Context: an optimization exercise on an open-source flow, tuned for a short achievable clock period and few clock cycles per item. The choices shown serve that exercise and are no tape-out recipe.
The RTL was checked by simulation tests, not by an equivalence proof against the original design.
No activity file was given, so power comes from the tool's default toggle rates.

job 105:
==> flow/design.v <==
module dcacheread_responder (
  input  logic        clk,
  input  logic        rst_n,
  input  logic        dcacheread_do,
  output logic        dcacheread_done,
  input  logic [3:0]  dcacheread_length,
  input  logic        dcacheread_cache_disable,
  input  logic [31:0] dcacheread_address,
  output logic [63:0] dcacheread_data,
  input  logic        dcache_invalidate,
  output logic        readburst_do,
  output logic [31:0] readburst_address,
  input  logic        readburst_data_valid,
  input  logic [31:0] readburst_data,
  input  logic        readburst_done
);
  logic        busy_q;             
  logic        done_q;             
  logic        rdo_q;              
  logic        more_q;             
  logic        line_q;             
  logic        cd_q;
  logic [1:0]  beat_q;
  logic [27:0] baddr_q;            
  logic [3:0]  off_q;              
  logic [7:0]  c_q [11];           
  logic [3:0]  sel_q [8];          
  logic [15:0]  valid_q;
  logic [23:0]  tag_q [16];
  logic [23:0]  tag0m1_q;          
  logic [2047:0] arr_q;            
  logic [63:0] we_q;               
  logic [31:0] wd_q;
  logic        inc_q;              
  logic [31:0] a;
  logic [3:0]  n;
  logic        need2, hit1, hit2, miss1, miss2, start;
  logic [15:0] match, match2, dhi;
  logic [3:0]  dmid;
  logic [7:0]  cd [11];
  assign a = dcacheread_address;
  assign n = dcacheread_length > 4'd8 ? 4'd8 : dcacheread_length;
  assign need2 = {1'b0, a[3:0]} + {1'b0, n} > 5'd16;
  always_comb begin
    for (int i = 0; i < 16; i++) begin
      match[i] = valid_q[i] && tag_q[i] == a[31:8];
      dhi[i] = a[7:4] == 4'(i);
    end
    for (int i = 0; i < 15; i++) match2[i] = match[i+1];
    match2[15] = valid_q[0] && tag0m1_q == a[31:8];
    hit1 = |(dhi & match);
    hit2 = |(dhi & match2);
  end
  assign miss1 = dcacheread_cache_disable || dcache_invalidate || !hit1;
  assign miss2 = need2 && (dcacheread_cache_disable || dcache_invalidate || !hit2);
  assign start = dcacheread_do && !busy_q;
  logic [183:0] win;
  always_comb begin
    win = '0;
    for (int i = 0; i < 16; i++)
      win = win | ({184{dhi[i]}} & {arr_q[128*((i+1)%16) +: 56], arr_q[128*i +: 128]});
    for (int m = 0; m < 4; m++) dmid[m] = a[3:2] == 2'(m);
    for (int t = 0; t < 11; t++) begin
      cd[t] = '0;
      for (int m = 0; m < 4; m++) cd[t] = cd[t] | ({8{dmid[m]}} & win[8*(4*m + t) +: 8]);
    end
  end
  logic       fill_done, beat;
  logic [4:0] o [11];
  assign beat = rdo_q && readburst_data_valid;
  assign fill_done = rdo_q && readburst_done;
  always_comb for (int t = 0; t < 11; t++) o[t] = {1'b0, off_q[3:2], 2'b00} + 5'(t);
  always_ff @(posedge clk or negedge rst_n) begin
    if (!rst_n) begin
      busy_q <= 1'b0;
      done_q <= 1'b0;
      rdo_q <= 1'b0;
      more_q <= 1'b0;
      line_q <= 1'b0;
      beat_q <= '0;
      valid_q <= '0;
      we_q <= '0;
      inc_q <= 1'b0;
      baddr_q <= '0;
      for (int t = 0; t < 11; t++) c_q[t] <= '0;
      for (int k = 0; k < 8; k++) sel_q[k] <= '0;
    end else begin
      done_q <= 1'b0;
      inc_q <= 1'b0;
      for (int w = 0; w < 64; w++) we_q[w] <= beat && !cd_q && {baddr_q[3:0], beat_q} == 6'(w);
      if (start) begin
        busy_q <= 1'b1;
        beat_q <= '0;
        if (n == 4'd0 || (!miss1 && !miss2)) begin
          done_q <= 1'b1;
        end else begin
          rdo_q <= miss1;
          inc_q <= !miss1;
          line_q <= !miss1;
          more_q <= miss1 && miss2;
        end
      end else if (done_q) begin
        busy_q <= 1'b0;
      end
      if (inc_q) rdo_q <= 1'b1;
      if (beat) beat_q <= beat_q + 2'd1;
      if (fill_done) begin
        beat_q <= '0;
        if (more_q) begin
          more_q <= 1'b0;
          line_q <= 1'b1;
        end else begin
          rdo_q <= 1'b0;
          done_q <= 1'b1;
        end
      end
      if (!busy_q) begin
        baddr_q <= a[31:4];
        for (int t = 0; t < 11; t++) c_q[t] <= cd[t];
        for (int k = 0; k < 8; k++)
          for (int m = 0; m < 4; m++) sel_q[k][m] <= a[1:0] == 2'(m) && 4'(k) < n;
      end
      if (inc_q || (fill_done && more_q)) baddr_q <= baddr_q + 28'd1;
      if (beat) begin
        for (int t = 0; t < 11; t++)
          if (o[t][4] == line_q && o[t][3:2] == beat_q) c_q[t] <= readburst_data[8*(t%4) +: 8];
      end
      if (dcache_invalidate) valid_q <= '0;
      if (fill_done && !cd_q) valid_q[baddr_q[3:0]] <= 1'b1;
    end
  end
  always_ff @(posedge clk) begin
    if (!busy_q) begin
      cd_q <= dcacheread_cache_disable;
      off_q <= a[3:0];
    end
    if (fill_done && !cd_q) begin
      tag_q[baddr_q[3:0]] <= baddr_q[27:4];
      if (baddr_q[3:0] == 4'd0) tag0m1_q <= baddr_q[27:4] - 24'd1;
    end
    wd_q <= readburst_data;
    for (int w = 0; w < 64; w++) if (we_q[w]) arr_q[32*w +: 32] <= wd_q;
  end
  assign dcacheread_done = done_q;
  always_comb
    for (int k = 0; k < 8; k++) begin
      dcacheread_data[8*k +: 8] = '0;
      for (int m = 0; m < 4; m++)
        dcacheread_data[8*k +: 8] = dcacheread_data[8*k +: 8] | ({8{sel_q[k][m]}} & c_q[k+m]);
    end
  assign readburst_do = rdo_q;
  assign readburst_address = {baddr_q, 4'b0};
endmodule
clock: 6.0 ns
lec_check: 0
abc_clock_period_in_ps: 2500
cap_margin: 20
core_margin: 2
core_utilization: 45
setup_slack_margin: 3.0
slew_margin: 20
run.sh (not shown) runs the stock make flow with config.mk's settings and CLKGATE_MAP_FILE= SYNTH_SCRIPT=/design/flow/synth_recipe.tcl, a recipe that flattens the netlist after the stock synthesis.
Job 105 went all the way through the flow, and no timing, DRC or antenna check failed.
Testbench counts of job 105, summed over its fixed seeds: cycles 22,386, items 4,800.
> inputs changed (job 105 -> job 102)
--- a/flow/design.v
+++ b/flow/design.v
@@ -23,8 +23,9 @@
   logic [1:0]  beat_q;
   logic [27:0] baddr_q;            
   logic [3:0]  off_q;              
-  logic [7:0]  c_q [11];           
-  logic [3:0]  sel_q [8];          
+  logic [7:0]  cn_q [8][4];        
+  logic [3:0]  n_q;                
+  logic [27:0] raddr_q;            
   logic [15:0]  valid_q;
   logic [23:0]  tag_q [16];
   logic [23:0]  tag0m1_q;          
@@ -82,8 +83,8 @@
       we_q <= '0;
       inc_q <= 1'b0;
       baddr_q <= '0;
-      for (int t = 0; t < 11; t++) c_q[t] <= '0;
-      for (int k = 0; k < 8; k++) sel_q[k] <= '0;
+      raddr_q <= '0;
+      for (int k = 0; k < 8; k++) for (int m = 0; m < 4; m++) cn_q[k][m] <= '0;
     end else begin
       done_q <= 1'b0;
       inc_q <= 1'b0;
@@ -115,15 +116,20 @@
         end
       end
       if (!busy_q) begin
-        baddr_q <= a[31:4];
-        for (int t = 0; t < 11; t++) c_q[t] <= cd[t];
+        raddr_q <= a[31:4];
         for (int k = 0; k < 8; k++)
-          for (int m = 0; m < 4; m++) sel_q[k][m] <= a[1:0] == 2'(m) && 4'(k) < n;
+          for (int m = 0; m < 4; m++) cn_q[k][m] <= a[1:0] == 2'(m) && 4'(k) < n ? ~cd[k+m] : 8'hff;
       end
-      if (inc_q || (fill_done && more_q)) baddr_q <= baddr_q + 28'd1;
+      if (start) baddr_q <= a[31:4];
+      if (inc_q || (fill_done && more_q)) begin
+        baddr_q <= baddr_q + 28'd1;
+        raddr_q <= baddr_q + 28'd1;
+      end
       if (beat) begin
-        for (int t = 0; t < 11; t++)
-          if (o[t][4] == line_q && o[t][3:2] == beat_q) c_q[t] <= readburst_data[8*(t%4) +: 8];
+        for (int k = 0; k < 8; k++)
+          for (int m = 0; m < 4; m++)
+            if (off_q[1:0] == 2'(m) && 4'(k) < n_q && o[k+m][4] == line_q && o[k+m][3:2] == beat_q)
+              cn_q[k][m] <= ~readburst_data[8*((k+m)%4) +: 8];
       end
       if (dcache_invalidate) valid_q <= '0;
       if (fill_done && !cd_q) valid_q[baddr_q[3:0]] <= 1'b1;
@@ -133,6 +139,7 @@
     if (!busy_q) begin
       cd_q <= dcacheread_cache_disable;
       off_q <= a[3:0];
+      n_q <= n;
     end
     if (fill_done && !cd_q) begin
       tag_q[baddr_q[3:0]] <= baddr_q[27:4];
@@ -144,10 +151,8 @@
   assign dcacheread_done = done_q;
   always_comb
     for (int k = 0; k < 8; k++) begin
-      dcacheread_data[8*k +: 8] = '0;
-      for (int m = 0; m < 4; m++)
-        dcacheread_data[8*k +: 8] = dcacheread_data[8*k +: 8] | ({8{sel_q[k][m]}} & c_q[k+m]);
+      dcacheread_data[8*k +: 8] = ~(cn_q[k][0] & cn_q[k][1] & cn_q[k][2] & cn_q[k][3]);
     end
   assign readburst_do = rdo_q;
-  assign readburst_address = {baddr_q, 4'b0};
+  assign readburst_address = {raddr_q, 4'b0};
 endmodule
[summary]
- Summary: die outline area, job 102 worse than job 105
- Higher achievable frequency among job 102 and job 105: job 105
- Job 102 ended up with a lower worst hold slack across all endpoints than job 105 did.
- Between job 102 and job 105, the clock network contribution to total cell area figures differ only marginally.
- Lower power dissipated in the clock network goes to job 105 over job 102.
- When job 102 is measured against job 105, its final worst clock skew turns out 26 ps lower.
- Job 102: via count 6.3% above job 105
- Clock power share was lower in job 105 than in job 102.
- Final area came out higher on job 102 than on job 105.
- The area added between synthesis and finish number comes out higher for job 102 vs job 105.
- Worst setup path endpoint: cn_q[31][3]$_DFF_PN0_ -> job 102, dcacheread_data[17] -> job 105
- Job 102 does worse than job 105 on total length of routed wires.
- For job 105, the critical path startpoint was c_q[3][1]$_DFF_PN0_, unlike job 102, where it was dcacheread_address[7].
- Pin count of the biggest net entering global routing (job 102 vs. job 105) increases by more than a quarter
- Job 102 ends up with a length of routed met2 wiring that is about 3.7% higher than in job 105.
- Summary of the comparison: non-clock buffer count is higher in job 102, relative to job 105.
Testbench counts of job 102, summed over its fixed seeds: cycles 22,386, items 4,800.

==> what the ideal ports hide <==
The results above use ideal ports. As a check the final layouts listed here were re-extracted and re-timed, cells and wires unchanged.
Step 1 assumes that a clkbuf_16 drives the clock port and a buf_2 every other input.
Step 2, shift: input delay + t, output delay - t, t = (earliest + latest rising clock arrival at the registers) / 2. This alone moves slack from input paths to output paths.
Slacks: ideal ports / drivers / drivers and shift; pairs: ideal ports / drivers.
run | t (ns) | setup slack, ns | latest minus earliest clock arrival (ns) | worst slew at a driven data input, ns
job 105 | 1.015 | 2.697 / 2.611 / 1.719 | 0.100 / 0.100 | 0.32
job 102 | 0.962 | 2.638 / 2.457 / 1.495 | 0.074 / 0.074 | 0.39
After both steps every run listed still meets setup and hold. For job 102, which loses most, drivers alone change the setup slack by -0.181 ns; drivers and shift together by -1.143 ns.
